What follows belongs to an exercise in optimizing a design on an open flow for small area, a short achievable clock period and few clock cycles per item; a production flow would make more cautious choices.
No functional check of the RTL was part of any run shown here.
Power is estimated from default activity; no workload was simulated.

$ cat flow/config.mk
export PLATFORM = sky130hd
export DESIGN_NAME = vector_floating_point_divide_unit_iterative
export DESIGN_NICKNAME = vector_floating_point_divide_unit_iterative
export VERILOG_FILES = /design/flow/design.v
export SDC_FILE = /design/flow/constraint.sdc
export NUM_CORES = 4
export LEC_CHECK = 0
export CAP_MARGIN = 20
export CORE_MARGIN = 2
export CORE_UTILIZATION = 40
export SETUP_SLACK_MARGIN = 1.3
export SLEW_MARGIN = 20
$ cat flow/constraint.sdc
create_clock -name core_clock -period 5.5 [get_ports {clock}]
set_input_delay 1.1000 -clock core_clock [delete_from_list [all_inputs] [get_ports {clock}]]
set_output_delay 1.1000 -clock core_clock [all_outputs]
set_load 0.01 [all_outputs]
$ cat flow/design.v
package vector_floating_point_divide_unit_iterative_pkg;
  localparam logic [2:0] ZERO   = 3'd0;
  localparam logic [2:0] NORMAL = 3'd1;
  localparam logic [2:0] INF    = 3'd2;
  localparam logic [2:0] QNAN   = 3'd3;
  localparam logic [2:0] SNAN   = 3'd4;
  localparam int FF_NV = 4;
  localparam int FF_DZ = 3;
  localparam int FF_OF = 2;
  localparam int FF_UF = 1;
  localparam int FF_NX = 0;
  localparam logic [1:0] IDLE   = 2'd0;
  localparam logic [1:0] DIVIDE = 2'd1;
  localparam logic [1:0] ROUND  = 2'd2;
  localparam logic [1:0] DONE   = 2'd3;
  localparam logic [31:0] FP32_CANONICAL_NAN  = 32'h7FC00000;
  localparam int          FP32_BIAS           = 127;
  localparam int          FP32_DIV_ITERATIONS = 26;
  function automatic logic [2:0] fp32_classify(input logic [31:0] x);
    logic [2:0] c;
    if (x[30:23] == 8'h00)      c = ZERO;
    else if (x[30:23] == 8'hFF) c = (x[22:0] == 23'd0) ? INF :
                                    (x[22] ? QNAN : SNAN);
    else                        c = NORMAL;
    fp32_classify = c;
  endfunction
endpackage
module fp32_divide_lane (
  input  logic        clock,
  input  logic        load,
  input  logic        step,
  input  logic        fin1,
  input  logic        round,
  input  logic [30:0] op_a,
  input  logic [30:0] op_b,
  input  logic        sign_in,
  output logic [31:0] result,
  output logic [4:0]  flags
);
  localparam int NV = vector_floating_point_divide_unit_iterative_pkg::FF_NV;
  localparam int DZ = vector_floating_point_divide_unit_iterative_pkg::FF_DZ;
  localparam int OF = vector_floating_point_divide_unit_iterative_pkg::FF_OF;
  localparam int UF = vector_floating_point_divide_unit_iterative_pkg::FF_UF;
  localparam int NX = vector_floating_point_divide_unit_iterative_pkg::FF_NX;
  logic [26:0] s_q, c_q;   
  logic [22:0] d_q;        
  logic [25:0] q_q;        
  logic [22:0] rf_q;       
  logic        neg_q, nz_q;  
  logic [9:0]  e_q;        
  logic        h_q;        
  logic        s_sign_q;
  logic        sp_nan_q, sp_inf_q, sp_zero_q, sp_nv_q, sp_dz_q;
  logic        rs_q;
  logic [7:0]  re_q;
  logic a_zero, a_inf, a_nan, a_snan, b_zero, b_inf, b_nan, b_snan;
  logic a_ff, b_ff, a_fz, b_fz;
  assign a_ff   = &op_a[30:23];
  assign b_ff   = &op_b[30:23];
  assign a_fz   = ~|op_a[22:0];
  assign b_fz   = ~|op_b[22:0];
  assign a_zero = ~|op_a[30:23];
  assign b_zero = ~|op_b[30:23];
  assign a_inf  = a_ff & a_fz;
  assign b_inf  = b_ff & b_fz;
  assign a_nan  = a_ff & ~a_fz;
  assign b_nan  = b_ff & ~b_fz;
  assign a_snan = a_nan & ~op_a[22];
  assign b_snan = b_nan & ~op_b[22];
  logic p_nan, p_inf, p_zero, p_nv, p_dz, p_invalid;
  assign p_invalid = (a_zero & b_zero) | (a_inf & b_inf);
  assign p_nan  = a_nan | b_nan | p_invalid;
  assign p_nv   = a_snan | b_snan | p_invalid;
  assign p_inf  = ~p_nan & (a_inf | b_zero);
  assign p_dz   = ~p_nan & ~a_inf & b_zero;
  assign p_zero = ~p_nan & ~a_inf & ~b_zero & (a_zero | b_inf);
  logic [9:0] e_in;
  assign e_in = {2'b00, op_a[30:23]} - {2'b00, op_b[30:23]} + 10'd126;
  logic h_in;
  assign h_in = (op_a[22:20] <= op_b[22:20]);
  function automatic logic [3:0] sel_digit(input logic [2:0] dh, input logic [6:0] e);
    logic [3:0] r;
    case ({dh, e})
      10'd3: r = 4'b0100;
      10'd4: r = 4'b0100;
      10'd5: r = 4'b0100;
      10'd6: r = 4'b0100;
      10'd7: r = 4'b0100;
      10'd8: r = 4'b0100;
      10'd9: r = 4'b0100;
      10'd10: r = 4'b0100;
      10'd11: r = 4'b0100;
      10'd12: r = 4'b1000;
      10'd13: r = 4'b1000;
      10'd14: r = 4'b1000;
      10'd15: r = 4'b1000;
      10'd16: r = 4'b1000;
      10'd17: r = 4'b1000;
      10'd18: r = 4'b1000;
      10'd19: r = 4'b1000;
      10'd20: r = 4'b1000;
      10'd21: r = 4'b1000;
      10'd22: r = 4'b1000;
      10'd23: r = 4'b1000;
      10'd24: r = 4'b1000;
      10'd25: r = 4'b1000;
      10'd26: r = 4'b1000;
      10'd27: r = 4'b1000;
      10'd28: r = 4'b1000;
      10'd29: r = 4'b1000;
      10'd30: r = 4'b1000;
      10'd31: r = 4'b1000;
      10'd32: r = 4'b1000;
      10'd33: r = 4'b1000;
      10'd34: r = 4'b1000;
      10'd35: r = 4'b1000;
      10'd36: r = 4'b1000;
      10'd37: r = 4'b1000;
      10'd38: r = 4'b1000;
      10'd39: r = 4'b1000;
      10'd40: r = 4'b1000;
      10'd41: r = 4'b1000;
      10'd42: r = 4'b1000;
      10'd43: r = 4'b1000;
      10'd44: r = 4'b1000;
      10'd45: r = 4'b1000;
      10'd46: r = 4'b1000;
      10'd47: r = 4'b1000;
      10'd48: r = 4'b1000;
      10'd49: r = 4'b1000;
      10'd50: r = 4'b1000;
      10'd51: r = 4'b1000;
      10'd52: r = 4'b1000;
      10'd53: r = 4'b1000;
      10'd54: r = 4'b1000;
      10'd55: r = 4'b1000;
      10'd56: r = 4'b1000;
      10'd57: r = 4'b1000;
      10'd58: r = 4'b1000;
      10'd59: r = 4'b1000;
      10'd60: r = 4'b1000;
      10'd61: r = 4'b1000;
      10'd62: r = 4'b1000;
      10'd63: r = 4'b1000;
      10'd64: r = 4'b0001;
      10'd65: r = 4'b0001;
      10'd66: r = 4'b0001;
      10'd67: r = 4'b0001;
      10'd68: r = 4'b0001;
      10'd69: r = 4'b0001;
      10'd70: r = 4'b0001;
      10'd71: r = 4'b0001;
      10'd72: r = 4'b0001;
      10'd73: r = 4'b0001;
      10'd74: r = 4'b0001;
      10'd75: r = 4'b0001;
      10'd76: r = 4'b0001;
      10'd77: r = 4'b0001;
      10'd78: r = 4'b0001;
      10'd79: r = 4'b0001;
      10'd80: r = 4'b0001;
      10'd81: r = 4'b0001;
      10'd82: r = 4'b0001;
      10'd83: r = 4'b0001;
      10'd84: r = 4'b0001;
      10'd85: r = 4'b0001;
      10'd86: r = 4'b0001;
      10'd87: r = 4'b0001;
      10'd88: r = 4'b0001;
      10'd89: r = 4'b0001;
      10'd90: r = 4'b0001;
      10'd91: r = 4'b0001;
      10'd92: r = 4'b0001;
      10'd93: r = 4'b0001;
      10'd94: r = 4'b0001;
      10'd95: r = 4'b0001;
      10'd96: r = 4'b0001;
      10'd97: r = 4'b0001;
      10'd98: r = 4'b0001;
      10'd99: r = 4'b0001;
      10'd100: r = 4'b0001;
      10'd101: r = 4'b0001;
      10'd102: r = 4'b0001;
      10'd103: r = 4'b0001;
      10'd104: r = 4'b0001;
      10'd105: r = 4'b0001;
      10'd106: r = 4'b0001;
      10'd107: r = 4'b0001;
      10'd108: r = 4'b0001;
      10'd109: r = 4'b0001;
      10'd110: r = 4'b0001;
      10'd111: r = 4'b0001;
      10'd112: r = 4'b0001;
      10'd113: r = 4'b0001;
      10'd114: r = 4'b0001;
      10'd115: r = 4'b0010;
      10'd116: r = 4'b0010;
      10'd117: r = 4'b0010;
      10'd118: r = 4'b0010;
      10'd119: r = 4'b0010;
      10'd120: r = 4'b0010;
      10'd121: r = 4'b0010;
      10'd122: r = 4'b0010;
      10'd132: r = 4'b0100;
      10'd133: r = 4'b0100;
      10'd134: r = 4'b0100;
      10'd135: r = 4'b0100;
      10'd136: r = 4'b0100;
      10'd137: r = 4'b0100;
      10'd138: r = 4'b0100;
      10'd139: r = 4'b0100;
      10'd140: r = 4'b0100;
      10'd141: r = 4'b0100;
      10'd142: r = 4'b1000;
      10'd143: r = 4'b1000;
      10'd144: r = 4'b1000;
      10'd145: r = 4'b1000;
      10'd146: r = 4'b1000;
      10'd147: r = 4'b1000;
      10'd148: r = 4'b1000;
      10'd149: r = 4'b1000;
      10'd150: r = 4'b1000;
      10'd151: r = 4'b1000;
      10'd152: r = 4'b1000;
      10'd153: r = 4'b1000;
      10'd154: r = 4'b1000;
      10'd155: r = 4'b1000;
      10'd156: r = 4'b1000;
      10'd157: r = 4'b1000;
      10'd158: r = 4'b1000;
      10'd159: r = 4'b1000;
      10'd160: r = 4'b1000;
      10'd161: r = 4'b1000;
      10'd162: r = 4'b1000;
      10'd163: r = 4'b1000;
      10'd164: r = 4'b1000;
      10'd165: r = 4'b1000;
      10'd166: r = 4'b1000;
      10'd167: r = 4'b1000;
      10'd168: r = 4'b1000;
      10'd169: r = 4'b1000;
      10'd170: r = 4'b1000;
      10'd171: r = 4'b1000;
      10'd172: r = 4'b1000;
      10'd173: r = 4'b1000;
      10'd174: r = 4'b1000;
      10'd175: r = 4'b1000;
      10'd176: r = 4'b1000;
      10'd177: r = 4'b1000;
      10'd178: r = 4'b1000;
      10'd179: r = 4'b1000;
      10'd180: r = 4'b1000;
      10'd181: r = 4'b1000;
      10'd182: r = 4'b1000;
      10'd183: r = 4'b1000;
      10'd184: r = 4'b1000;
      10'd185: r = 4'b1000;
      10'd186: r = 4'b1000;
      10'd187: r = 4'b1000;
      10'd188: r = 4'b1000;
      10'd189: r = 4'b1000;
      10'd190: r = 4'b1000;
      10'd191: r = 4'b1000;
      10'd192: r = 4'b0001;
      10'd193: r = 4'b0001;
      10'd194: r = 4'b0001;
      10'd195: r = 4'b0001;
      10'd196: r = 4'b0001;
      10'd197: r = 4'b0001;
      10'd198: r = 4'b0001;
      10'd199: r = 4'b0001;
      10'd200: r = 4'b0001;
      10'd201: r = 4'b0001;
      10'd202: r = 4'b0001;
      10'd203: r = 4'b0001;
      10'd204: r = 4'b0001;
      10'd205: r = 4'b0001;
      10'd206: r = 4'b0001;
      10'd207: r = 4'b0001;
      10'd208: r = 4'b0001;
      10'd209: r = 4'b0001;
      10'd210: r = 4'b0001;
      10'd211: r = 4'b0001;
      10'd212: r = 4'b0001;
      10'd213: r = 4'b0001;
      10'd214: r = 4'b0001;
      10'd215: r = 4'b0001;
      10'd216: r = 4'b0001;
      10'd217: r = 4'b0001;
      10'd218: r = 4'b0001;
      10'd219: r = 4'b0001;
      10'd220: r = 4'b0001;
      10'd221: r = 4'b0001;
      10'd222: r = 4'b0001;
      10'd223: r = 4'b0001;
      10'd224: r = 4'b0001;
      10'd225: r = 4'b0001;
      10'd226: r = 4'b0001;
      10'd227: r = 4'b0001;
      10'd228: r = 4'b0001;
      10'd229: r = 4'b0001;
      10'd230: r = 4'b0001;
      10'd231: r = 4'b0001;
      10'd232: r = 4'b0001;
      10'd233: r = 4'b0001;
      10'd234: r = 4'b0001;
      10'd235: r = 4'b0001;
      10'd236: r = 4'b0001;
      10'd237: r = 4'b0001;
      10'd238: r = 4'b0001;
      10'd239: r = 4'b0001;
      10'd240: r = 4'b0001;
      10'd241: r = 4'b0010;
      10'd242: r = 4'b0010;
      10'd243: r = 4'b0010;
      10'd244: r = 4'b0010;
      10'd245: r = 4'b0010;
      10'd246: r = 4'b0010;
      10'd247: r = 4'b0010;
      10'd248: r = 4'b0010;
      10'd249: r = 4'b0010;
      10'd260: r = 4'b0100;
      10'd261: r = 4'b0100;
      10'd262: r = 4'b0100;
      10'd263: r = 4'b0100;
      10'd264: r = 4'b0100;
      10'd265: r = 4'b0100;
      10'd266: r = 4'b0100;
      10'd267: r = 4'b0100;
      10'd268: r = 4'b0100;
      10'd269: r = 4'b0100;
      10'd270: r = 4'b0100;
      10'd271: r = 4'b1000;
      10'd272: r = 4'b1000;
      10'd273: r = 4'b1000;
      10'd274: r = 4'b1000;
      10'd275: r = 4'b1000;
      10'd276: r = 4'b1000;
      10'd277: r = 4'b1000;
      10'd278: r = 4'b1000;
      10'd279: r = 4'b1000;
      10'd280: r = 4'b1000;
      10'd281: r = 4'b1000;
      10'd282: r = 4'b1000;
      10'd283: r = 4'b1000;
      10'd284: r = 4'b1000;
      10'd285: r = 4'b1000;
      10'd286: r = 4'b1000;
      10'd287: r = 4'b1000;
      10'd288: r = 4'b1000;
      10'd289: r = 4'b1000;
      10'd290: r = 4'b1000;
      10'd291: r = 4'b1000;
      10'd292: r = 4'b1000;
      10'd293: r = 4'b1000;
      10'd294: r = 4'b1000;
      10'd295: r = 4'b1000;
      10'd296: r = 4'b1000;
      10'd297: r = 4'b1000;
      10'd298: r = 4'b1000;
      10'd299: r = 4'b1000;
      10'd300: r = 4'b1000;
      10'd301: r = 4'b1000;
      10'd302: r = 4'b1000;
      10'd303: r = 4'b1000;
      10'd304: r = 4'b1000;
      10'd305: r = 4'b1000;
      10'd306: r = 4'b1000;
      10'd307: r = 4'b1000;
      10'd308: r = 4'b1000;
      10'd309: r = 4'b1000;
      10'd310: r = 4'b1000;
      10'd311: r = 4'b1000;
      10'd312: r = 4'b1000;
      10'd313: r = 4'b1000;
      10'd314: r = 4'b1000;
      10'd315: r = 4'b1000;
      10'd316: r = 4'b1000;
      10'd317: r = 4'b1000;
      10'd318: r = 4'b1000;
      10'd319: r = 4'b1000;
      10'd320: r = 4'b0001;
      10'd321: r = 4'b0001;
      10'd322: r = 4'b0001;
      10'd323: r = 4'b0001;
      10'd324: r = 4'b0001;
      10'd325: r = 4'b0001;
      10'd326: r = 4'b0001;
      10'd327: r = 4'b0001;
      10'd328: r = 4'b0001;
      10'd329: r = 4'b0001;
      10'd330: r = 4'b0001;
      10'd331: r = 4'b0001;
      10'd332: r = 4'b0001;
      10'd333: r = 4'b0001;
      10'd334: r = 4'b0001;
      10'd335: r = 4'b0001;
      10'd336: r = 4'b0001;
      10'd337: r = 4'b0001;
      10'd338: r = 4'b0001;
      10'd339: r = 4'b0001;
      10'd340: r = 4'b0001;
      10'd341: r = 4'b0001;
      10'd342: r = 4'b0001;
      10'd343: r = 4'b0001;
      10'd344: r = 4'b0001;
      10'd345: r = 4'b0001;
      10'd346: r = 4'b0001;
      10'd347: r = 4'b0001;
      10'd348: r = 4'b0001;
      10'd349: r = 4'b0001;
      10'd350: r = 4'b0001;
      10'd351: r = 4'b0001;
      10'd352: r = 4'b0001;
      10'd353: r = 4'b0001;
      10'd354: r = 4'b0001;
      10'd355: r = 4'b0001;
      10'd356: r = 4'b0001;
      10'd357: r = 4'b0001;
      10'd358: r = 4'b0001;
      10'd359: r = 4'b0001;
      10'd360: r = 4'b0001;
      10'd361: r = 4'b0001;
      10'd362: r = 4'b0001;
      10'd363: r = 4'b0001;
      10'd364: r = 4'b0001;
      10'd365: r = 4'b0001;
      10'd366: r = 4'b0001;
      10'd367: r = 4'b0001;
      10'd368: r = 4'b0010;
      10'd369: r = 4'b0010;
      10'd370: r = 4'b0010;
      10'd371: r = 4'b0010;
      10'd372: r = 4'b0010;
      10'd373: r = 4'b0010;
      10'd374: r = 4'b0010;
      10'd375: r = 4'b0010;
      10'd376: r = 4'b0010;
      10'd377: r = 4'b0010;
      10'd388: r = 4'b0100;
      10'd389: r = 4'b0100;
      10'd390: r = 4'b0100;
      10'd391: r = 4'b0100;
      10'd392: r = 4'b0100;
      10'd393: r = 4'b0100;
      10'd394: r = 4'b0100;
      10'd395: r = 4'b0100;
      10'd396: r = 4'b0100;
      10'd397: r = 4'b0100;
      10'd398: r = 4'b0100;
      10'd399: r = 4'b0100;
      10'd400: r = 4'b1000;
      10'd401: r = 4'b1000;
      10'd402: r = 4'b1000;
      10'd403: r = 4'b1000;
      10'd404: r = 4'b1000;
      10'd405: r = 4'b1000;
      10'd406: r = 4'b1000;
      10'd407: r = 4'b1000;
      10'd408: r = 4'b1000;
      10'd409: r = 4'b1000;
      10'd410: r = 4'b1000;
      10'd411: r = 4'b1000;
      10'd412: r = 4'b1000;
      10'd413: r = 4'b1000;
      10'd414: r = 4'b1000;
      10'd415: r = 4'b1000;
      10'd416: r = 4'b1000;
      10'd417: r = 4'b1000;
      10'd418: r = 4'b1000;
      10'd419: r = 4'b1000;
      10'd420: r = 4'b1000;
      10'd421: r = 4'b1000;
      10'd422: r = 4'b1000;
      10'd423: r = 4'b1000;
      10'd424: r = 4'b1000;
      10'd425: r = 4'b1000;
      10'd426: r = 4'b1000;
      10'd427: r = 4'b1000;
      10'd428: r = 4'b1000;
      10'd429: r = 4'b1000;
      10'd430: r = 4'b1000;
      10'd431: r = 4'b1000;
      10'd432: r = 4'b1000;
      10'd433: r = 4'b1000;
      10'd434: r = 4'b1000;
      10'd435: r = 4'b1000;
      10'd436: r = 4'b1000;
      10'd437: r = 4'b1000;
      10'd438: r = 4'b1000;
      10'd439: r = 4'b1000;
      10'd440: r = 4'b1000;
      10'd441: r = 4'b1000;
      10'd442: r = 4'b1000;
      10'd443: r = 4'b1000;
      10'd444: r = 4'b1000;
      10'd445: r = 4'b1000;
      10'd446: r = 4'b1000;
      10'd447: r = 4'b1000;
      10'd448: r = 4'b0001;
      10'd449: r = 4'b0001;
      10'd450: r = 4'b0001;
      10'd451: r = 4'b0001;
      10'd452: r = 4'b0001;
      10'd453: r = 4'b0001;
      10'd454: r = 4'b0001;
      10'd455: r = 4'b0001;
      10'd456: r = 4'b0001;
      10'd457: r = 4'b0001;
      10'd458: r = 4'b0001;
      10'd459: r = 4'b0001;
      10'd460: r = 4'b0001;
      10'd461: r = 4'b0001;
      10'd462: r = 4'b0001;
      10'd463: r = 4'b0001;
      10'd464: r = 4'b0001;
      10'd465: r = 4'b0001;
      10'd466: r = 4'b0001;
      10'd467: r = 4'b0001;
      10'd468: r = 4'b0001;
      10'd469: r = 4'b0001;
      10'd470: r = 4'b0001;
      10'd471: r = 4'b0001;
      10'd472: r = 4'b0001;
      10'd473: r = 4'b0001;
      10'd474: r = 4'b0001;
      10'd475: r = 4'b0001;
      10'd476: r = 4'b0001;
      10'd477: r = 4'b0001;
      10'd478: r = 4'b0001;
      10'd479: r = 4'b0001;
      10'd480: r = 4'b0001;
      10'd481: r = 4'b0001;
      10'd482: r = 4'b0001;
      10'd483: r = 4'b0001;
      10'd484: r = 4'b0001;
      10'd485: r = 4'b0001;
      10'd486: r = 4'b0001;
      10'd487: r = 4'b0001;
      10'd488: r = 4'b0001;
      10'd489: r = 4'b0001;
      10'd490: r = 4'b0001;
      10'd491: r = 4'b0001;
      10'd492: r = 4'b0001;
      10'd493: r = 4'b0001;
      10'd494: r = 4'b0010;
      10'd495: r = 4'b0010;
      10'd496: r = 4'b0010;
      10'd497: r = 4'b0010;
      10'd498: r = 4'b0010;
      10'd499: r = 4'b0010;
      10'd500: r = 4'b0010;
      10'd501: r = 4'b0010;
      10'd502: r = 4'b0010;
      10'd503: r = 4'b0010;
      10'd504: r = 4'b0010;
      10'd517: r = 4'b0100;
      10'd518: r = 4'b0100;
      10'd519: r = 4'b0100;
      10'd520: r = 4'b0100;
      10'd521: r = 4'b0100;
      10'd522: r = 4'b0100;
      10'd523: r = 4'b0100;
      10'd524: r = 4'b0100;
      10'd525: r = 4'b0100;
      10'd526: r = 4'b0100;
      10'd527: r = 4'b0100;
      10'd528: r = 4'b0100;
      10'd529: r = 4'b0100;
      10'd530: r = 4'b1000;
      10'd531: r = 4'b1000;
      10'd532: r = 4'b1000;
      10'd533: r = 4'b1000;
      10'd534: r = 4'b1000;
      10'd535: r = 4'b1000;
      10'd536: r = 4'b1000;
      10'd537: r = 4'b1000;
      10'd538: r = 4'b1000;
      10'd539: r = 4'b1000;
      10'd540: r = 4'b1000;
      10'd541: r = 4'b1000;
      10'd542: r = 4'b1000;
      10'd543: r = 4'b1000;
      10'd544: r = 4'b1000;
      10'd545: r = 4'b1000;
      10'd546: r = 4'b1000;
      10'd547: r = 4'b1000;
      10'd548: r = 4'b1000;
      10'd549: r = 4'b1000;
      10'd550: r = 4'b1000;
      10'd551: r = 4'b1000;
      10'd552: r = 4'b1000;
      10'd553: r = 4'b1000;
      10'd554: r = 4'b1000;
      10'd555: r = 4'b1000;
      10'd556: r = 4'b1000;
      10'd557: r = 4'b1000;
      10'd558: r = 4'b1000;
      10'd559: r = 4'b1000;
      10'd560: r = 4'b1000;
      10'd561: r = 4'b1000;
      10'd562: r = 4'b1000;
      10'd563: r = 4'b1000;
      10'd564: r = 4'b1000;
      10'd565: r = 4'b1000;
      10'd566: r = 4'b1000;
      10'd567: r = 4'b1000;
      10'd568: r = 4'b1000;
      10'd569: r = 4'b1000;
      10'd570: r = 4'b1000;
      10'd571: r = 4'b1000;
      10'd572: r = 4'b1000;
      10'd573: r = 4'b1000;
      10'd574: r = 4'b1000;
      10'd575: r = 4'b1000;
      10'd576: r = 4'b0001;
      10'd577: r = 4'b0001;
      10'd578: r = 4'b0001;
      10'd579: r = 4'b0001;
      10'd580: r = 4'b0001;
      10'd581: r = 4'b0001;
      10'd582: r = 4'b0001;
      10'd583: r = 4'b0001;
      10'd584: r = 4'b0001;
      10'd585: r = 4'b0001;
      10'd586: r = 4'b0001;
      10'd587: r = 4'b0001;
      10'd588: r = 4'b0001;
      10'd589: r = 4'b0001;
      10'd590: r = 4'b0001;
      10'd591: r = 4'b0001;
      10'd592: r = 4'b0001;
      10'd593: r = 4'b0001;
      10'd594: r = 4'b0001;
      10'd595: r = 4'b0001;
      10'd596: r = 4'b0001;
      10'd597: r = 4'b0001;
      10'd598: r = 4'b0001;
      10'd599: r = 4'b0001;
      10'd600: r = 4'b0001;
      10'd601: r = 4'b0001;
      10'd602: r = 4'b0001;
      10'd603: r = 4'b0001;
      10'd604: r = 4'b0001;
      10'd605: r = 4'b0001;
      10'd606: r = 4'b0001;
      10'd607: r = 4'b0001;
      10'd608: r = 4'b0001;
      10'd609: r = 4'b0001;
      10'd610: r = 4'b0001;
      10'd611: r = 4'b0001;
      10'd612: r = 4'b0001;
      10'd613: r = 4'b0001;
      10'd614: r = 4'b0001;
      10'd615: r = 4'b0001;
      10'd616: r = 4'b0001;
      10'd617: r = 4'b0001;
      10'd618: r = 4'b0001;
      10'd619: r = 4'b0001;
      10'd620: r = 4'b0010;
      10'd621: r = 4'b0010;
      10'd622: r = 4'b0010;
      10'd623: r = 4'b0010;
      10'd624: r = 4'b0010;
      10'd625: r = 4'b0010;
      10'd626: r = 4'b0010;
      10'd627: r = 4'b0010;
      10'd628: r = 4'b0010;
      10'd629: r = 4'b0010;
      10'd630: r = 4'b0010;
      10'd631: r = 4'b0010;
      10'd645: r = 4'b0100;
      10'd646: r = 4'b0100;
      10'd647: r = 4'b0100;
      10'd648: r = 4'b0100;
      10'd649: r = 4'b0100;
      10'd650: r = 4'b0100;
      10'd651: r = 4'b0100;
      10'd652: r = 4'b0100;
      10'd653: r = 4'b0100;
      10'd654: r = 4'b0100;
      10'd655: r = 4'b0100;
      10'd656: r = 4'b0100;
      10'd657: r = 4'b0100;
      10'd658: r = 4'b0100;
      10'd659: r = 4'b1000;
      10'd660: r = 4'b1000;
      10'd661: r = 4'b1000;
      10'd662: r = 4'b1000;
      10'd663: r = 4'b1000;
      10'd664: r = 4'b1000;
      10'd665: r = 4'b1000;
      10'd666: r = 4'b1000;
      10'd667: r = 4'b1000;
      10'd668: r = 4'b1000;
      10'd669: r = 4'b1000;
      10'd670: r = 4'b1000;
      10'd671: r = 4'b1000;
      10'd672: r = 4'b1000;
      10'd673: r = 4'b1000;
      10'd674: r = 4'b1000;
      10'd675: r = 4'b1000;
      10'd676: r = 4'b1000;
      10'd677: r = 4'b1000;
      10'd678: r = 4'b1000;
      10'd679: r = 4'b1000;
      10'd680: r = 4'b1000;
      10'd681: r = 4'b1000;
      10'd682: r = 4'b1000;
      10'd683: r = 4'b1000;
      10'd684: r = 4'b1000;
      10'd685: r = 4'b1000;
      10'd686: r = 4'b1000;
      10'd687: r = 4'b1000;
      10'd688: r = 4'b1000;
      10'd689: r = 4'b1000;
      10'd690: r = 4'b1000;
      10'd691: r = 4'b1000;
      10'd692: r = 4'b1000;
      10'd693: r = 4'b1000;
      10'd694: r = 4'b1000;
      10'd695: r = 4'b1000;
      10'd696: r = 4'b1000;
      10'd697: r = 4'b1000;
      10'd698: r = 4'b1000;
      10'd699: r = 4'b1000;
      10'd700: r = 4'b1000;
      10'd701: r = 4'b1000;
      10'd702: r = 4'b1000;
      10'd703: r = 4'b1000;
      10'd704: r = 4'b0001;
      10'd705: r = 4'b0001;
      10'd706: r = 4'b0001;
      10'd707: r = 4'b0001;
      10'd708: r = 4'b0001;
      10'd709: r = 4'b0001;
      10'd710: r = 4'b0001;
      10'd711: r = 4'b0001;
      10'd712: r = 4'b0001;
      10'd713: r = 4'b0001;
      10'd714: r = 4'b0001;
      10'd715: r = 4'b0001;
      10'd716: r = 4'b0001;
      10'd717: r = 4'b0001;
      10'd718: r = 4'b0001;
      10'd719: r = 4'b0001;
      10'd720: r = 4'b0001;
      10'd721: r = 4'b0001;
      10'd722: r = 4'b0001;
      10'd723: r = 4'b0001;
      10'd724: r = 4'b0001;
      10'd725: r = 4'b0001;
      10'd726: r = 4'b0001;
      10'd727: r = 4'b0001;
      10'd728: r = 4'b0001;
      10'd729: r = 4'b0001;
      10'd730: r = 4'b0001;
      10'd731: r = 4'b0001;
      10'd732: r = 4'b0001;
      10'd733: r = 4'b0001;
      10'd734: r = 4'b0001;
      10'd735: r = 4'b0001;
      10'd736: r = 4'b0001;
      10'd737: r = 4'b0001;
      10'd738: r = 4'b0001;
      10'd739: r = 4'b0001;
      10'd740: r = 4'b0001;
      10'd741: r = 4'b0001;
      10'd742: r = 4'b0001;
      10'd743: r = 4'b0001;
      10'd744: r = 4'b0001;
      10'd745: r = 4'b0001;
      10'd746: r = 4'b0001;
      10'd747: r = 4'b0010;
      10'd748: r = 4'b0010;
      10'd749: r = 4'b0010;
      10'd750: r = 4'b0010;
      10'd751: r = 4'b0010;
      10'd752: r = 4'b0010;
      10'd753: r = 4'b0010;
      10'd754: r = 4'b0010;
      10'd755: r = 4'b0010;
      10'd756: r = 4'b0010;
      10'd757: r = 4'b0010;
      10'd758: r = 4'b0010;
      10'd759: r = 4'b0010;
      10'd773: r = 4'b0100;
      10'd774: r = 4'b0100;
      10'd775: r = 4'b0100;
      10'd776: r = 4'b0100;
      10'd777: r = 4'b0100;
      10'd778: r = 4'b0100;
      10'd779: r = 4'b0100;
      10'd780: r = 4'b0100;
      10'd781: r = 4'b0100;
      10'd782: r = 4'b0100;
      10'd783: r = 4'b0100;
      10'd784: r = 4'b0100;
      10'd785: r = 4'b0100;
      10'd786: r = 4'b0100;
      10'd787: r = 4'b0100;
      10'd788: r = 4'b1000;
      10'd789: r = 4'b1000;
      10'd790: r = 4'b1000;
      10'd791: r = 4'b1000;
      10'd792: r = 4'b1000;
      10'd793: r = 4'b1000;
      10'd794: r = 4'b1000;
      10'd795: r = 4'b1000;
      10'd796: r = 4'b1000;
      10'd797: r = 4'b1000;
      10'd798: r = 4'b1000;
      10'd799: r = 4'b1000;
      10'd800: r = 4'b1000;
      10'd801: r = 4'b1000;
      10'd802: r = 4'b1000;
      10'd803: r = 4'b1000;
      10'd804: r = 4'b1000;
      10'd805: r = 4'b1000;
      10'd806: r = 4'b1000;
      10'd807: r = 4'b1000;
      10'd808: r = 4'b1000;
      10'd809: r = 4'b1000;
      10'd810: r = 4'b1000;
      10'd811: r = 4'b1000;
      10'd812: r = 4'b1000;
      10'd813: r = 4'b1000;
      10'd814: r = 4'b1000;
      10'd815: r = 4'b1000;
      10'd816: r = 4'b1000;
      10'd817: r = 4'b1000;
      10'd818: r = 4'b1000;
      10'd819: r = 4'b1000;
      10'd820: r = 4'b1000;
      10'd821: r = 4'b1000;
      10'd822: r = 4'b1000;
      10'd823: r = 4'b1000;
      10'd824: r = 4'b1000;
      10'd825: r = 4'b1000;
      10'd826: r = 4'b1000;
      10'd827: r = 4'b1000;
      10'd828: r = 4'b1000;
      10'd829: r = 4'b1000;
      10'd830: r = 4'b1000;
      10'd831: r = 4'b1000;
      10'd832: r = 4'b0001;
      10'd833: r = 4'b0001;
      10'd834: r = 4'b0001;
      10'd835: r = 4'b0001;
      10'd836: r = 4'b0001;
      10'd837: r = 4'b0001;
      10'd838: r = 4'b0001;
      10'd839: r = 4'b0001;
      10'd840: r = 4'b0001;
      10'd841: r = 4'b0001;
      10'd842: r = 4'b0001;
      10'd843: r = 4'b0001;
      10'd844: r = 4'b0001;
      10'd845: r = 4'b0001;
      10'd846: r = 4'b0001;
      10'd847: r = 4'b0001;
      10'd848: r = 4'b0001;
      10'd849: r = 4'b0001;
      10'd850: r = 4'b0001;
      10'd851: r = 4'b0001;
      10'd852: r = 4'b0001;
      10'd853: r = 4'b0001;
      10'd854: r = 4'b0001;
      10'd855: r = 4'b0001;
      10'd856: r = 4'b0001;
      10'd857: r = 4'b0001;
      10'd858: r = 4'b0001;
      10'd859: r = 4'b0001;
      10'd860: r = 4'b0001;
      10'd861: r = 4'b0001;
      10'd862: r = 4'b0001;
      10'd863: r = 4'b0001;
      10'd864: r = 4'b0001;
      10'd865: r = 4'b0001;
      10'd866: r = 4'b0001;
      10'd867: r = 4'b0001;
      10'd868: r = 4'b0001;
      10'd869: r = 4'b0001;
      10'd870: r = 4'b0001;
      10'd871: r = 4'b0001;
      10'd872: r = 4'b0001;
      10'd873: r = 4'b0010;
      10'd874: r = 4'b0010;
      10'd875: r = 4'b0010;
      10'd876: r = 4'b0010;
      10'd877: r = 4'b0010;
      10'd878: r = 4'b0010;
      10'd879: r = 4'b0010;
      10'd880: r = 4'b0010;
      10'd881: r = 4'b0010;
      10'd882: r = 4'b0010;
      10'd883: r = 4'b0010;
      10'd884: r = 4'b0010;
      10'd885: r = 4'b0010;
      10'd886: r = 4'b0010;
      10'd902: r = 4'b0100;
      10'd903: r = 4'b0100;
      10'd904: r = 4'b0100;
      10'd905: r = 4'b0100;
      10'd906: r = 4'b0100;
      10'd907: r = 4'b0100;
      10'd908: r = 4'b0100;
      10'd909: r = 4'b0100;
      10'd910: r = 4'b0100;
      10'd911: r = 4'b0100;
      10'd912: r = 4'b0100;
      10'd913: r = 4'b0100;
      10'd914: r = 4'b0100;
      10'd915: r = 4'b0100;
      10'd916: r = 4'b0100;
      10'd917: r = 4'b0100;
      10'd918: r = 4'b1000;
      10'd919: r = 4'b1000;
      10'd920: r = 4'b1000;
      10'd921: r = 4'b1000;
      10'd922: r = 4'b1000;
      10'd923: r = 4'b1000;
      10'd924: r = 4'b1000;
      10'd925: r = 4'b1000;
      10'd926: r = 4'b1000;
      10'd927: r = 4'b1000;
      10'd928: r = 4'b1000;
      10'd929: r = 4'b1000;
      10'd930: r = 4'b1000;
      10'd931: r = 4'b1000;
      10'd932: r = 4'b1000;
      10'd933: r = 4'b1000;
      10'd934: r = 4'b1000;
      10'd935: r = 4'b1000;
      10'd936: r = 4'b1000;
      10'd937: r = 4'b1000;
      10'd938: r = 4'b1000;
      10'd939: r = 4'b1000;
      10'd940: r = 4'b1000;
      10'd941: r = 4'b1000;
      10'd942: r = 4'b1000;
      10'd943: r = 4'b1000;
      10'd944: r = 4'b1000;
      10'd945: r = 4'b1000;
      10'd946: r = 4'b1000;
      10'd947: r = 4'b1000;
      10'd948: r = 4'b1000;
      10'd949: r = 4'b1000;
      10'd950: r = 4'b1000;
      10'd951: r = 4'b1000;
      10'd952: r = 4'b1000;
      10'd953: r = 4'b1000;
      10'd954: r = 4'b1000;
      10'd955: r = 4'b1000;
      10'd956: r = 4'b1000;
      10'd957: r = 4'b1000;
      10'd958: r = 4'b1000;
      10'd959: r = 4'b1000;
      10'd960: r = 4'b0001;
      10'd961: r = 4'b0001;
      10'd962: r = 4'b0001;
      10'd963: r = 4'b0001;
      10'd964: r = 4'b0001;
      10'd965: r = 4'b0001;
      10'd966: r = 4'b0001;
      10'd967: r = 4'b0001;
      10'd968: r = 4'b0001;
      10'd969: r = 4'b0001;
      10'd970: r = 4'b0001;
      10'd971: r = 4'b0001;
      10'd972: r = 4'b0001;
      10'd973: r = 4'b0001;
      10'd974: r = 4'b0001;
      10'd975: r = 4'b0001;
      10'd976: r = 4'b0001;
      10'd977: r = 4'b0001;
      10'd978: r = 4'b0001;
      10'd979: r = 4'b0001;
      10'd980: r = 4'b0001;
      10'd981: r = 4'b0001;
      10'd982: r = 4'b0001;
      10'd983: r = 4'b0001;
      10'd984: r = 4'b0001;
      10'd985: r = 4'b0001;
      10'd986: r = 4'b0001;
      10'd987: r = 4'b0001;
      10'd988: r = 4'b0001;
      10'd989: r = 4'b0001;
      10'd990: r = 4'b0001;
      10'd991: r = 4'b0001;
      10'd992: r = 4'b0001;
      10'd993: r = 4'b0001;
      10'd994: r = 4'b0001;
      10'd995: r = 4'b0001;
      10'd996: r = 4'b0001;
      10'd997: r = 4'b0001;
      10'd998: r = 4'b0001;
      10'd999: r = 4'b0010;
      10'd1000: r = 4'b0010;
      10'd1001: r = 4'b0010;
      10'd1002: r = 4'b0010;
      10'd1003: r = 4'b0010;
      10'd1004: r = 4'b0010;
      10'd1005: r = 4'b0010;
      10'd1006: r = 4'b0010;
      10'd1007: r = 4'b0010;
      10'd1008: r = 4'b0010;
      10'd1009: r = 4'b0010;
      10'd1010: r = 4'b0010;
      10'd1011: r = 4'b0010;
      10'd1012: r = 4'b0010;
      10'd1013: r = 4'b0010;
      default: r = 4'b0000;
    endcase
    sel_digit = r;
  endfunction
  logic [3:0] dg_q;        
  logic [2:0] dgs_q;       
  logic qpos, qneg, qone, qtwo;
  assign qpos = dg_q[3] | dg_q[2];
  assign qneg = dg_q[1] | dg_q[0];
  assign qone = dg_q[2] | dg_q[1];
  assign qtwo = dg_q[3] | dg_q[0];
  logic [26:0] mag, addend;
  assign mag    = ({27{qone}} & {3'b000, 1'b1, d_q}) | ({27{qtwo}} & {2'b00, 1'b1, d_q, 1'b0});
  assign addend = qpos ? ~mag : mag;
  logic [26:0] sum, cy;
  assign sum = s_q ^ c_q ^ addend;
  assign cy  = (s_q & c_q) | (s_q & addend) | (c_q & addend);
  logic [26:0] mag_t, addend_t;
  logic [24:17] sum_t, cy_t;
  assign mag_t    = ({27{dgs_q[1]}} & {3'b000, 1'b1, d_q}) | ({27{dgs_q[0]}} & {2'b00, 1'b1, d_q, 1'b0});
  assign addend_t = dgs_q[2] ? ~mag_t : mag_t;
  assign sum_t    = s_q[24:17] ^ c_q[24:17] ^ addend_t[24:17];
  assign cy_t     = (s_q[24:17] & c_q[24:17]) | (s_q[24:17] & addend_t[24:17]) | (c_q[24:17] & addend_t[24:17]);
  logic [6:0] est_n, est_ld;
  logic [3:0] dg_n, dg_ld;
  assign est_n  = sum_t[24:18] + cy_t[23:17];
  assign dg_n   = sel_digit(d_q[22:20], est_n);
  assign est_ld = h_in ? {2'b00, 1'b1, op_a[22:19]} : {3'b000, 1'b1, op_a[22:20]};
  assign dg_ld  = sel_digit(op_b[22:20], est_ld);
  logic [25:0] q_dec;
  logic [1:0]  dig;
  assign q_dec = q_q - 26'd1;
  assign dig   = {qtwo | (qone & qneg), qone};
  logic        neg, nz, neg_c, nz_c;
  logic [26:0] wsum;
  assign wsum  = s_q + c_q;
  assign neg_c = wsum[26];
  assign nz_c  = ((s_q ^ c_q) != {(s_q[25:0] | c_q[25:0]), 1'b0});
  assign neg   = fin1 ? neg_c : neg_q;
  assign nz    = fin1 ? nz_c  : nz_q;
  logic        lead1, norm, r, xb, lsb, up, inexact;
  logic [22:0] frac, fr, fr_inc;
  logic        c_inc, c;
  logic [9:0]  e0, e_inc, e_fin;
  logic        ovf, unf, ovf0, unf0, ovf1, unf1;
  logic [31:0] rnd_res;
  logic [4:0]  rnd_flags;
  always_comb begin
    lead1   = q_q[25];
    norm    = ~h_q | lead1;
    frac    = lead1 ? q_q[24:2] : q_q[23:1];
    r       = lead1 ? q_q[1]    : q_q[0];
    xb      = lead1 & q_q[0];
    lsb     = frac[0];
    up      = r & (xb | (~neg & (lsb | nz)));
    inexact = r | xb | nz;
    {c_inc, fr_inc} = {1'b0, frac} + 24'd1;
    fr      = up ? fr_inc : frac;
    c       = up & c_inc;
    e0      = e_q + {9'd0, norm};
    e_inc   = e0 + 10'd1;
    ovf0    = ($signed(e0) >= 10'sd255);
    unf0    = ($signed(e0) <= 10'sd0);
    ovf1    = ($signed(e_inc) >= 10'sd255);
    unf1    = ($signed(e_inc) <= 10'sd0);
    e_fin   = c ? e_inc : e0;
    ovf     = c ? ovf1 : ovf0;
    unf     = c ? unf1 : unf0;
    rnd_flags = '0;
    if (sp_nan_q) begin
      rnd_res       = 32'h7FC00000;
      rnd_flags[NV] = sp_nv_q;
    end else if (sp_inf_q) begin
      rnd_res       = {s_sign_q, 8'hFF, 23'd0};
      rnd_flags[DZ] = sp_dz_q;
    end else if (sp_zero_q) begin
      rnd_res       = {s_sign_q, 31'd0};
    end else if (ovf) begin
      rnd_res       = {s_sign_q, 8'hFF, 23'd0};
      rnd_flags[OF] = 1'b1;
      rnd_flags[NX] = 1'b1;
    end else if (unf) begin
      rnd_res       = {s_sign_q, 31'd0};
      rnd_flags[UF] = 1'b1;
      rnd_flags[NX] = 1'b1;
    end else begin
      rnd_res       = {s_sign_q, e_fin[7:0], fr};
      rnd_flags[NX] = inexact;
    end
  end
  assign flags = rnd_flags;
  always_ff @(posedge clock) begin
    if (load) begin
      s_q   <= h_in ? {2'b00, 1'b1, op_a[22:0], 1'b0} : {3'b000, 1'b1, op_a[22:0]};
      c_q   <= '0;
      dg_q  <= dg_ld;
      dgs_q <= {dg_ld[3] | dg_ld[2], dg_ld[2] | dg_ld[1], dg_ld[3] | dg_ld[0]};
    end else begin
      s_q   <= {sum[24:0], 2'b00};
      c_q   <= {cy[23:0], qpos, 2'b00};
      dg_q  <= dg_n;
      dgs_q <= {dg_n[3] | dg_n[2], dg_n[2] | dg_n[1], dg_n[3] | dg_n[0]};
    end
  end
  always_ff @(posedge clock) begin
    if (load) begin
      d_q       <= op_b[22:0];
      e_q       <= e_in;
      h_q       <= h_in;
      s_sign_q  <= sign_in;
      sp_nan_q  <= p_nan;
      sp_inf_q  <= p_inf;
      sp_zero_q <= p_zero;
      sp_nv_q   <= p_nv;
      sp_dz_q   <= p_dz;
    end
    if (step) q_q <= qneg ? {q_dec[23:0], dig} : {q_q[23:0], dig};
    if (fin1) begin
      neg_q <= neg_c;
      nz_q  <= nz_c;
    end
    if (round) begin
      rf_q <= rnd_res[22:0];
      re_q <= rnd_res[30:23];
      rs_q <= rnd_res[31];
    end
  end
  assign result = {rs_q, re_q, rf_q};
endmodule
module vector_floating_point_divide_unit_iterative #(
  parameter int VLEN = 128,
  parameter int SEW  = 32
) (
  input  logic            clock,
  input  logic            reset,
  input  logic            flush,
  input  logic            in_valid,
  output logic            in_ready,
  input  logic            reverse,
  input  logic [VLEN-1:0] vs2,
  input  logic [VLEN-1:0] vs1,
  output logic            out_valid,
  input  logic            out_ready,
  output logic [VLEN-1:0] vd,
  output logic [4:0]      fflags
);
  localparam int NUM_LANES = VLEN / SEW;
  localparam int STEPS     = 13;
  if (SEW != 32) begin : g_sew_chk
    $error("vector divider supports SEW=32 only");
  end
  if (VLEN % 32 != 0) begin : g_vlen_chk
    $error("VLEN must be a multiple of 32");
  end
  logic       idle_q;
  logic       it_q;
  logic       fin_q;
  logic       fin1_q;     
  logic [3:0] cnt_q;
  logic       ov_q;
  logic       ready, accept, last, round_now, it_d, fin_d;
  assign ready     = idle_q | (fin_q & ~ov_q);
  assign in_ready  = ready;
  assign out_valid = ov_q;
  assign accept    = ready & in_valid & ~flush;
  assign last      = (cnt_q == 4'(STEPS - 1));
  assign round_now = fin_q & (~ov_q | out_ready);
  assign it_d      = accept | (it_q & ~last);
  assign fin_d     = (it_q & last) | (fin_q & ~round_now);
  always_ff @(posedge clock or posedge reset) begin
    if (reset) begin
      idle_q <= 1'b0;
      it_q   <= 1'b0;
      fin_q  <= 1'b0;
      fin1_q <= 1'b0;
      cnt_q  <= '0;
      ov_q   <= 1'b0;
    end else if (flush) begin
      idle_q <= 1'b1;
      it_q   <= 1'b0;
      fin_q  <= 1'b0;
      fin1_q <= 1'b0;
      cnt_q  <= '0;
      ov_q   <= 1'b0;
    end else begin
      it_q   <= it_d;
      fin_q  <= fin_d;
      fin1_q <= it_q & last;
      idle_q <= ~it_d & ~fin_d;
      if (it_q) cnt_q <= last ? 4'd0 : cnt_q + 4'd1;
      if (round_now)      ov_q <= 1'b1;
      else if (out_ready) ov_q <= 1'b0;
    end
  end
  logic [NUM_LANES-1:0][31:0] lane_res;
  logic [NUM_LANES-1:0][4:0]  lane_flags;
  logic [4:0]                 flags_or;
  for (genvar i = 0; i < NUM_LANES; i++) begin : g_lane
    logic [30:0] op_a, op_b;
    assign op_a = reverse ? vs1[32*i +: 31] : vs2[32*i +: 31];
    assign op_b = reverse ? vs2[32*i +: 31] : vs1[32*i +: 31];
    assign vd[32*i +: 32] = lane_res[i];
    fp32_divide_lane u_lane (
      .clock    (clock),
      .load     (ready),
      .step     (it_q),
      .fin1     (fin1_q),
      .round    (round_now),
      .op_a     (op_a),
      .op_b     (op_b),
      .sign_in  (vs1[32*i+31] ^ vs2[32*i+31]),
      .result   (lane_res[i]),
      .flags    (lane_flags[i])
    );
  end
  always_comb begin
    flags_or = '0;
    for (int i = 0; i < NUM_LANES; i++) flags_or = flags_or | lane_flags[i];
  end
  always_ff @(posedge clock) begin
    if (round_now) fflags <= flags_or;
  end
endmodule
$ cat flow/flow/run.sh
#!/bin/bash
set -o pipefail
cp standard.sh standard_sh.txt
export BUFFER_PORTS_ARGS="-buffer_cell sky130_fd_sc_hd__buf_1"
bash standard.sh > standard.log 2>&1
$ cat flow/standard.sh
#!/bin/bash
# synth_recipe.tcl (not shown) runs the flow's synth.tcl, then flattens the netlist and writes it again
# the make line also repeats each setting of config.mk as NAME=value (left out here)
make -C /OpenROAD-flow-scripts/flow DESIGN_CONFIG=/design/flow/config.mk WORK_HOME=/design/flow/orfs CLKGATE_MAP_FILE= SYNTH_SCRIPT=/design/flow/synth_recipe.tcl "${@:-finish}"
==> results of run 1 <==
==> cells by family after synthesis <==
kind of cell,after synthesis,share of synthesized area (%)
flip-flops,650,35.4
AO/OA/AOI/OAI,865,11.5
XOR/XNOR,587,10.7
buffers and inverters,673,5.40
adder cells (fa/ha/maj),425,12.9
multiplexers,384,8.30
AND/OR/NAND/NOR,1522,15.7
==> through the flow <==
| stage | setup WS (ps) | util, % | power [uW] |
|---|---|---|---|
| 2_1_floorplan | 901 | - | 19800 |
| 3_3_place_gp | 772 | 42.7 | 23600 |
| 3_5_place_dp | 721 | 42.7 | 23700 |
| 4_1_cts | 1250 | 45.2 | 29600 |
| 5_1_grt | 1190 | 45.5 | 32500 |
| 6_report | 1450 | 45.5 | 29900 |
==> final cells by class <==
class                      count  area (um2)
antenna                        2        5.00
sequential                   650       17000
fill                       11500       65200
clock buffer                 108        2350
inverter                     404        1520
tap                         1612        2020
clock inverter                43         462
multi-input combinational   3786       28900
timing repair buffer         471        2130
==> placed cells by master, fill, tap and decap left out, types with 20 or more instances in the layout <==
| cell type | Yosys | routed |
|---|---|---|
| a211oi_1 | 47 | 46 |
| or2_2 | 29 | 29 |
| nand4_1 | 120 | 120 |
| ha_1 | 305 | 300 |
| xnor2_1 | 350 | 344 |
| a21o_1 | 37 | 37 |
| nand2b_1 | 45 | 45 |
| inv_1 | 401 | 400 |
| mux2_2 | 116 | 116 |
| a21oi_1 | 298 | 294 |
| a22oi_1 | 117 | 117 |
| xor2_1 | 237 | 235 |
| nand3_1 | 109 | 108 |
| o21bai_1 | 22 | 22 |
| fa_1 | 120 | 120 |
| o21ai_0 | 144 | 140 |
| edfxtp_1 | 397 | 397 |
| clkbuf_16 | 0 | 88 |
| and3_1 | 35 | 35 |
| buf_4 | 7 | 67 |
| clkinv_2 | 0 | 20 |
| nor2b_1 | 36 | 35 |
| or3_1 | 28 | 28 |
| nor3_1 | 104 | 101 |
| nor2_1 | 503 | 496 |
| o211ai_1 | 27 | 27 |
| dfxtp_1 | 244 | 241 |
| mux2i_1 | 267 | 260 |
| nor4_1 | 73 | 68 |
| nand2_1 | 283 | 283 |
| buf_1 | 29 | 395 |
| and2_1 | 43 | 42 |
==> power by group through the flow <==
stage,Clock [uW],Combinational (uW),Sequential [uW]
after floorplan,0,13000,6800
after global placement,0,16300,7260
after detailed placement,0,16400,7280
after CTS,5780,16600,7200
after global routing,5970,19100,7350
final,5640,17000,7220
==> worst paths after layout <==
kind	from	endpoint	slack, ps	cells after the start
max	g_lane[1].u_lane.c_q[24]	fflags[0]	1450	13
min	reset	cnt_q[0]	380	2
max reg2reg	g_lane[1].u_lane.c_q[24]	fflags[0]	1450	13
min reg2reg	g_lane[1].u_lane.neg_q	g_lane[1].u_lane.neg_q	500	2
max in group asynchronous	reset	it_q	4840	2
min in group core_clock	g_lane[1].u_lane.neg_q	g_lane[1].u_lane.neg_q	500	2
==> routing by layer <==
layer	share of wire, %	global-route usage [%]
met1	47	31.0
met2	44	34.4
met3	6.5	3.10
met4	2.2	5.74
met5	0	0
==> sequential cells by signal, summed over array words and instances, names as in the netlist, 5 cells and up <==
name	flops
g_lane.u_lane.d_q	92
g_lane.u_lane.re_q	32
g_lane.u_lane.c_q	100
fflags	5
g_lane.u_lane.dgs_q	12
g_lane.u_lane.rf_q	92
g_lane.u_lane.e_q	40
g_lane.u_lane.s_q	108
g_lane.u_lane.q_q	104
g_lane.u_lane.dg_q	16
==> repair_timing <==
action	in CTS	in global routing
cloned	0	3
setup buffers	5	8
setup endpoints to repair	86	133
pin swaps	3	8
gates resized for setup	11	66
==> metrics.md, run 1 <==
| Metric | Value |
|---|---|
| Clock Tree Buf Depth | 3 |
| Setup TNS | 0 ps |
| Dpl cell area | 51,100 um2 |
| Crit end category | register |
| Global Route Usage Sum | 21.7% |
| Peak supply drop | 0.527 mV |
| Non-filler cells, final | 7,076 |
| I/O Buffers | 396 |
| GRT overflow | 0 |
| EDFF count, synth | 397 |
| Chip width | 351 um |
| Startpoint Class | register |
| Post-synth top area cell | edfxtp_1 |
| Htree depth | 3 |
| Detailed Place HPWL | 105,000 um |
| Crit path max-delay cell type | or4_1 |
| Leakage | 0.0212 uW |
| Unrepaired setup endpoints after global routing | true |
| Worst Path Buf+Inv | 3 |
| Routed len/inst | 19.4 um |
| Worst Path Required | 5900 ps |
| Max-slew violations | 0 |
| Power Density | 549 nW/um2 |
| Post-synth ARST share | 1.38% |
| Via count | 38,200 |
| Sequential fraction of the synthesis area | 35.4% |
| Reg power frac | 24.2% |
| Number of synthesis warnings | 2 |
| Nets | 6,083 |
| Synthesis-to-layout area growth | 13.1% |
| CTS root buffer | clkbuf_16 |
| RD Place Congestion | 0.889 |
| Clock network power share | 18.9% |
| Worst skew pair latency | 670 ps |
| Chip Height | 351 um |
| Vias in the first global route | 36,700 |
| Worst rel slew slack | 20.6% |
| Comb pwr share | 56.9% |
| Switching power total | 13,400 uW |
| CP Data Arrival Time | 4450 ps |
| Hold_buf cts | 0 |
| Max incr delay on CP | 600 ps |
| Ports | 397 |
| Synth Flop Type | edfxtp_1 |
| Critical-path maximum fanout | 16 |
| Die area | 123,000 um2 |
| Pint | 16,500 uW |
| Fin crit period | 4050 ps |
| Final hold slack | 376 ps |
| Synth cell count leaders | nor2_1, inv_1, edfxtp_1 |
| Final instance area | 54,400 um2 |
| Mapped Area | 48,100 um2 |
| Routed Antenna Nets | 0 |
| Seq cells post-synth | 650 |
| Clock-pin slew of the registers on the worst-case setup and hold paths | 60 ps |
| Delay-heaviest family, CP | simple AND/OR/NAND/NOR gates |
| Sw Ratio | 44.9% |
| Num rows | 127 |
| Global-route wire length before repair | 210,000 um |
| Worst-margin pin slew | 1170 ps |
| Largest net degree at the start of global routing | 133 |
| Peak Freq | 247 MHz |
| CP Cell Sequence | inv_1 > ha_1 > nand4_1 > or4_1 > a211oi_2 > buf_4 > o21ai_1 > nand3_1 > buf_4 > o211ai_1 > nand3_1 > o2111ai_1 > or4b_1 |
| Routed WL | 137,000 um |
| Final hold viol count | 0 |
| Max cap viols | 0 |
| Synth cell types | 102 |
| Share of the synthesized area in the top cell type | 24.8% |
| Mapped Cells | 5,106 |
| Most numerous cell in the Yosys netlist | nor2_1 |
| Final worst clock skew | 39.2 ps |
| CTS Sinks | 650 |
| Core box area | 120,000 um2 |
| WS Path Type | reg2reg |
| Clock buffer count from CTS | 83 |
| CTS tree | done |
| Final Setup Violations | 0 |
| Outcome | finished clean |
| Fraction of layout cells with a size suffix above 1 | 8.37% |
| Drt pass-1 iters | 6 |
| DRC | 0 |
| DR vias/cell | 5.40 |
| Placed insts | 6,907 |
| Top cells by area, synth | edfxtp_1, dfxtp_1, ha_1 |
| Post-Syn Nets | 5,793 |
| Final period utilization | 73.5% |
| Initial antenna violation count | 5 |
| Initial DRC Count | 2,791 |
| Initial core utilization | 40.2% |
| Hold Crit Class | in2async |
| Syn Area/Cell | 9.42 um2 |
==> run 2: changes to the inputs <==
--- a/flow/config.mk
+++ b/flow/config.mk
@@ -8,5 +8,5 @@
 export CAP_MARGIN = 20
 export CORE_MARGIN = 2
 export CORE_UTILIZATION = 40
-export SETUP_SLACK_MARGIN = 1.3
+export SETUP_SLACK_MARGIN = 1.7
 export SLEW_MARGIN = 20
==> metrics.md, run 2 <==
| Metric | Value |
|---|---|
| Pint | 18,600 uW |
| EDFF count, synth | 397 |
| DRC | 0 |
| Clock Tree Buf Depth | 3 |
| Power Density | 592 nW/um2 |
| Seq cells post-synth | 650 |
| Initial antenna violation count | 33 |
| Max-slew violations | 0 |
| DP Worst Slack | 736 ps |
| Htree depth | 3 |
| Nets | 6,165 |
| Core box area | 120,000 um2 |
| Commonest cells after routing, fill and taps aside | nor2_1, edfxtp_1, buf_1 |
| Crit end category | register |
| Non-filler cells, final | 7,170 |
| WS Path Type | reg2reg |
| Largest net degree at the start of global routing | 171 |
| Startpoint Class | register |
| Hold Crit Class | in2async |
| Grt met2 use | 34.2% |
| Worst-margin pin slew | 1140 ps |
| Post-Syn Nets | 5,793 |
| Peak supply drop | 0.688 mV |
| Share of the synthesized area in the top cell type | 24.8% |
| Most numerous cell in the Yosys netlist | nor2_1 |
| Fraction of layout cells with a size suffix above 1 | 13.7% |
| Leakage | 0.0219 uW |
| Reg power frac | 21.7% |
| Via count | 38,900 |
| Dpl cell area | 51,400 um2 |
| Post-synth top area cell | edfxtp_1 |
| Clock-pin slew of the registers on the worst-case setup and hold paths | 60 ps |
| Synth cell types | 102 |
| Top flop regs | g_lane.u_lane.s_q x108, g_lane.u_lane.q_q x104, g_lane.u_lane.c_q x100 |
| Layout Utilization | 47.5% |
| Die area | 123,000 um2 |
| Most common cell after layout, fill and taps aside | nor2_1 |
| Switching power total | 15,000 uW |
| Global Route Usage Sum | 22.2% |
| Synth Flop Type | edfxtp_1 |
| GRT overflow | 0 |
| Max cap viols | 0 |
| Drt pass-1 iters | 7 |
| I/O Buffers | 396 |
| Met3 Use GR | 3.18% |
| Worst skew pair latency | 640 ps |
| Mapped Area | 48,100 um2 |
| Initial DRC Count | 2,891 |
| CTS root buffer | clkbuf_16 |
| Unrepaired setup endpoints after global routing | true |
| Peak Freq | 256 MHz |
| Sw Ratio | 44.6% |
| Synthesis-to-layout area growth | 18.1% |
| Initial core utilization | 40.2% |
| Setup TNS | 0 ps |
| RD Place Congestion | 0.928 |
| CTS tree | done |
| Final Setup Violations | 0 |
| Max reg flops | 108 |
| Met1 usage | 32.0% |
| Outcome | finished clean |
| Top cells by area, synth | edfxtp_1, dfxtp_1, ha_1 |
| Syn Area/Cell | 9.42 um2 |
| Fin crit period | 3910 ps |
| Post-synth ARST share | 1.38% |
| Final instance area | 56,800 um2 |
| Clock network power share | 16.5% |
| Vias in the first global route | 36,800 |
| Slack of the critical path | 1590 ps |
| Worst Path Required | 5890 ps |
| Number of synthesis warnings | 2 |
| Sequential fraction of the synthesis area | 35.4% |
| Chip Height | 351 um |
| Comb pwr share | 61.9% |
| Mapped Cells | 5,106 |
| Placed insts | 6,912 |
| Global-route wire length before repair | 214,000 um |
| DR vias/cell | 5.43 |
| Final worst clock skew | 19.0 ps |
| Routed WL | 142,000 um |
| Detailed Place HPWL | 107,000 um |
| GR peak layer | met2 |
| CP Data Arrival Time | 4290 ps |
| Synth cell count leaders | nor2_1, inv_1, edfxtp_1 |
| Final hold viol count | 0 |
| Final period utilization | 71.0% |
| Critical-path maximum fanout | 3 |
| Chip width | 351 um |
| Largest reg by FF count | g_lane.u_lane.s_q |
| Routed len/inst | 19.9 um |
| Routed Antenna Nets | 0 |
| Num rows | 127 |
| Worst rel slew slack | 24.1% |
| Hold_buf cts | 0 |
| Clock buffer count from CTS | 78 |
| CTS Sinks | 650 |
| Ports | 397 |
run 2: final cells by class:
cell class,count,area [um2]
fillers,11200,62900
diodes,14,35.0
clock buffers,116,2390
repair buffers,559,2950
flip-flops and latches,650,17100
well taps,1612,2020
multi-input cells,3785,30400
inverters,404,1540
clock inverters,30,343
run 2: final timing paths:
| kind | from | to | slack [ps] | cells past startpoint |
|---|---|---|---|---|
| setup / recovery | g_lane[2].u_lane.s_q[23] | fflags[0] | 1590 | 14 |
| max in group asynchronous | reset | it_q | 4660 | 2 |
| hold reg to reg | g_lane[1].u_lane.neg_q | g_lane[1].u_lane.neg_q | 490 | 2 |
| min in group core_clock | g_lane[1].u_lane.neg_q | g_lane[1].u_lane.neg_q | 490 | 2 |
| hold / removal | reset | ov_q | 490 | 2 |
| setup reg to reg | g_lane[2].u_lane.s_q[23] | fflags[0] | 1590 | 14 |
run 2: logic make-up after synthesis:
family,count (synthesis),share of synthesized area (%)
flops,650,35.4
fa+ha+maj,425,12.9
xor+xnor,587,10.7
simple gates,1522,15.7
compound gates,865,11.5
mux,384,8.30
buf+inv,673,5.40
run 2: power groups by stage:
stage,clock [uW],sequential (uW),combinational (uW)
2_1_floorplan,0,6800,13100
3_3_place_gp,0,7280,16500
3_5_place_dp,0,7310,16600
4_1_cts,5680,7220,17500
5_1_grt,5850,7410,22900
6_report,5530,7290,20800
run 2: what timing repair did:
action / CTS / global route
pin swaps: 22 / 67
buffers inserted: 32 / 62
gates resized for setup: 124 / 234
setup endpoints to repair: 149 / 170
cloned: 2 / 2
run 2: routing by layer:
layer	up-vias	share of wire [%]
met5	-	0.048
met4	12	3.0
met3	215	6.3
met2	1165	44
met1	18800	46
li1	18700	-
run 2: worst max-delay path: stages (launching register included):
cell	delay, ps
dfxtp_1	340
inv_1	120
ha_4	310
nand4_1	200
nor4_2	280
buf_4	190
a221oi_4	70
and3_4	180
a211o_4	410
o21ai_4	170
nand3_2	130
mux2i_4	250
a222oi_1	380
buf_4	190
or4b_1	420
run 2: through the flow:
step           total power, uW  hold WS (ps)
3_3_place_gp             23800           471
3_5_place_dp             23900           471
6_report                 33600           486
5_1_grt                  36100           500
2_1_floorplan            19900           451
4_1_cts                  30400           462
==> run 3: changes to the inputs <==
--- a/flow/config.mk
+++ b/flow/config.mk
@@ -8,5 +8,6 @@
 export CAP_MARGIN = 20
 export CORE_MARGIN = 2
 export CORE_UTILIZATION = 40
-export SETUP_SLACK_MARGIN = 1.7
+export SETUP_SLACK_MARGIN = 1.5
 export SLEW_MARGIN = 20
+export TNS_END_PERCENT = 0
==> metrics.md, run 3 <==
| Metric | Value |
|---|---|
| Outcome | finished clean |
| Routed Antenna Nets | 0 |
| Synthesis-to-layout area growth | 13.4% |
| Syn Area/Cell | 9.42 um2 |
| Chip Height | 351 um |
| Slack of the critical path | 1460 ps |
| CP Data Arrival Time | 4430 ps |
| Clock Tree Buf Depth | 3 |
| Worst skew pair latency | 660 ps |
| Largest net degree at the start of global routing | 115 |
| Crit path max-delay cell type | or4b_4 |
| Peak Freq | 247 MHz |
| Nets | 6,089 |
| Chip width | 351 um |
| Critical-path maximum fanout | 5 |
| Power Density | 552 nW/um2 |
| Fin crit period | 4040 ps |
| Worst-margin pin slew | 997 ps |
| Post-synth top area cell | edfxtp_1 |
| DRC | 0 |
| Initial DRC Count | 2,974 |
| Seq cells post-synth | 650 |
| Core box area | 120,000 um2 |
| GRT overflow | 0 |
| CP Cell Sequence | inv_1 > ha_4 > nand4_1 > nor4_4 > o2111ai_2 > and4_4 > or4b_4 > or4b_1 > a22oi_2 > nor2b_2 > a211o_1 |
| Top flop regs | g_lane.u_lane.s_q x108, g_lane.u_lane.q_q x104, g_lane.u_lane.c_q x100 |
| Sequential fraction of the synthesis area | 35.4% |
| Initial antenna violation count | 10 |
| Htree depth | 3 |
| DP Worst Slack | 563 ps |
| Detailed Place HPWL | 107,000 um |
| Dpl cell area | 51,100 um2 |
| Unrepaired setup endpoints after global routing | true |
| RD Place Congestion | 0.885 |
| Synth cell types | 102 |
| EDFF count, synth | 397 |
| Max reg flops | 108 |
| Placed insts | 6,908 |
| Max incr delay on CP | 570 ps |
| Mapped Area | 48,100 um2 |
| Largest reg by FF count | g_lane.u_lane.s_q |
| Most numerous cell in the Yosys netlist | nor2_1 |
| Peak supply drop | 0.599 mV |
| Final instance area | 54,500 um2 |
| Hold Crit Class | in2async |
| Power, Total | 30,100 uW |
| Delay-heaviest family, CP | simple AND/OR/NAND/NOR gates |
| Worst Path Buf+Inv | 1 |
| Most common cell after layout, fill and taps aside | nor2_1 |
| Clock-pin slew of the registers on the worst-case setup and hold paths | 60 ps |
| Vias in the first global route | 36,800 |
| Via count | 38,200 |
| Max cap viols | 0 |
| Top cells by area, synth | edfxtp_1, dfxtp_1, ha_1 |
| Ports | 397 |
| Crit end category | register |
| Fraction of layout cells with a size suffix above 1 | 8.72% |
| Startpoint Class | register |
| Initial core utilization | 40.2% |
| CTS tree | done |
| CTS Sinks | 650 |
| Final Setup Violations | 0 |
| Final hold viol count | 0 |
| Global-route wire length before repair | 212,000 um |
| I/O Buffers | 396 |
| Routed WL | 138,000 um |
| Leakage | 0.0212 uW |
| Worst rel slew slack | 32.6% |
| Synth Flop Type | edfxtp_1 |
| Die area | 123,000 um2 |
| WS Path Type | reg2reg |
| Routed len/inst | 19.5 um |
| Setup TNS | 0 ps |
| Clock buffer count from CTS | 80 |
| Post-Syn Nets | 5,793 |
| Post-synth ARST share | 1.38% |
| Synth cell count leaders | nor2_1, inv_1, edfxtp_1 |
| Num rows | 127 |
| Global Route Usage Sum | 22.0% |
| Drt pass-1 iters | 5 |
| Mapped Cells | 5,106 |
| Max-slew violations | 0 |
| Final period utilization | 73.5% |
| DR vias/cell | 5.39 |
| Non-filler cells, final | 7,088 |
| Final worst clock skew | 25.6 ps |
| Commonest cells after routing, fill and taps aside | nor2_1, inv_1, edfxtp_1 |
| Reg2reg setup slack | 1460 ps |
| Share of the synthesized area in the top cell type | 24.8% |
| Number of synthesis warnings | 2 |
| Worst Path Required | 5890 ps |
| CTS root buffer | clkbuf_16 |
## run 3: cell types whose count changed in the layout (fill, tap and decap cells not counted), moves of 13 or more
cell | before | now
inv_1 | 375 | 400
ha_1 | 267 | 294
a21oi_2 | 21 | 6
buf_4 | 138 | 76
inv_2 | 22 | 2
a21oi_1 | 271 | 291
ha_4 | 36 | 5
dfxtp_2 | 24 | 4
mux2i_1 | 253 | 266
dfxtp_1 | 220 | 240
## run 3: final timing paths
kind,from,end,depth (start not counted)
max,g_lane[3].u_lane.s_q[17],fflags[1],11
min,reset,cnt_q[1],2
max reg2reg,g_lane[3].u_lane.s_q[17],fflags[1],11
min reg2reg,g_lane[1].u_lane.neg_q,g_lane[1].u_lane.neg_q,2
max in group asynchronous,reset,it_q,2
min in group core_clock,g_lane[1].u_lane.neg_q,g_lane[1].u_lane.neg_q,2
## run 3: kinds of logic (layout without fill, tap and decap cells)
family / Yosys count / in the layout / synth area share [%]
and+or+nand+nor: 1522 / 1524 / 15.7
other: 0 / 8 / 0
buffers and inverters: 673 / 1033 / 5.40
muxes: 384 / 384 / 8.30
AOI/OAI and AO/OA: 865 / 865 / 11.5
DFF: 650 / 650 / 35.4
adders and majority gates: 425 / 425 / 12.9
xor gates and xnor gates: 587 / 587 / 10.7
## run 3: stage by stage
step,utilization (%),hold slack [ps]
after floorplan,-,451
after global placement,42.7,469
after detailed placement,42.7,472
after CTS,45.1,372
after global routing,45.6,432
final,45.6,401
## run 3: where the power goes
part           switching [uW]  internal [uW]
clock                    2190           3200
sequential                956           6270
combinational           10500           7030
## run 3: worst reg2reg max path, stage by stage, from the launching register on
cell,delay (ps)
dfxtp_1,370
inv_1,110
ha_4,310
nand4_1,180
nor4_4,390
o2111ai_2,250
and4_4,290
or4b_4,570
or4b_1,570
a22oi_2,260
nor2b_2,160
a211o_1,340
## run 3: routing by layer
metal	vias up	routed length (um)	global-route usage, %
met2	1086	61900	34.6
met1	18400	64800	31.8
met5	-	7	0
met3	169	8450	2.78
li1	18600	-	-
met4	2	3100	5.82
## run 3: layout make-up
| type | instances | area, um2 |
|---|---|---|
| sequential | 650 | 17000 |
| clock buffer | 106 | 2200 |
| antenna | 8 | 20.0 |
| fill | 11500 | 65100 |
| multi-input combinational | 3785 | 29100 |
| timing repair buffer | 481 | 2230 |
| clock inverter | 42 | 447 |
| tap | 1612 | 2020 |
| inverter | 404 | 1520 |
## run 3: repair_timing
item	4_1_cts	5_1_grt
setup endpoints to repair	128	228
hold buffers	0	0
pin swaps	3	11
setup buffers	6	16
resized for setup	19	94
cloned	1	1

what the ideal ports hide:
How much do the figures lean on ideal ports? The routed layouts below were timed once more, with nothing changed but the port constraints.
Step 1: set_driving_cell puts a clkbuf_16 on clock and a buf_2 on each other input, an assumption about the parent block.
Step 2 times the ports against the registers' clock, not the clock port: input delays grow and output delays shrink by t, the midpoint of the rising clock arrivals with the driver on.
a / b / c = ideal ports / drivers / drivers and shift; a / b = the first two.
| run | shift t [ns] | setup WS [ns] | worst setup path after step 2 | cell pins on the clock port's net |
|---|---|---|---|---|
| run 1 | 0.724 | 1.455 / 1.455 / 0.832 | input to register | 1 |
| run 2 | 0.710 | 1.593 / 1.593 / 1.136 | input to register | 1 |
| run 3 | 0.714 | 1.455 / 1.455 / 0.991 | input to register | 1 |
After both steps every run listed still meets setup and hold. For run 1, which loses most, drivers alone change the setup slack by 0.000 ns; drivers and shift together by -0.623 ns.
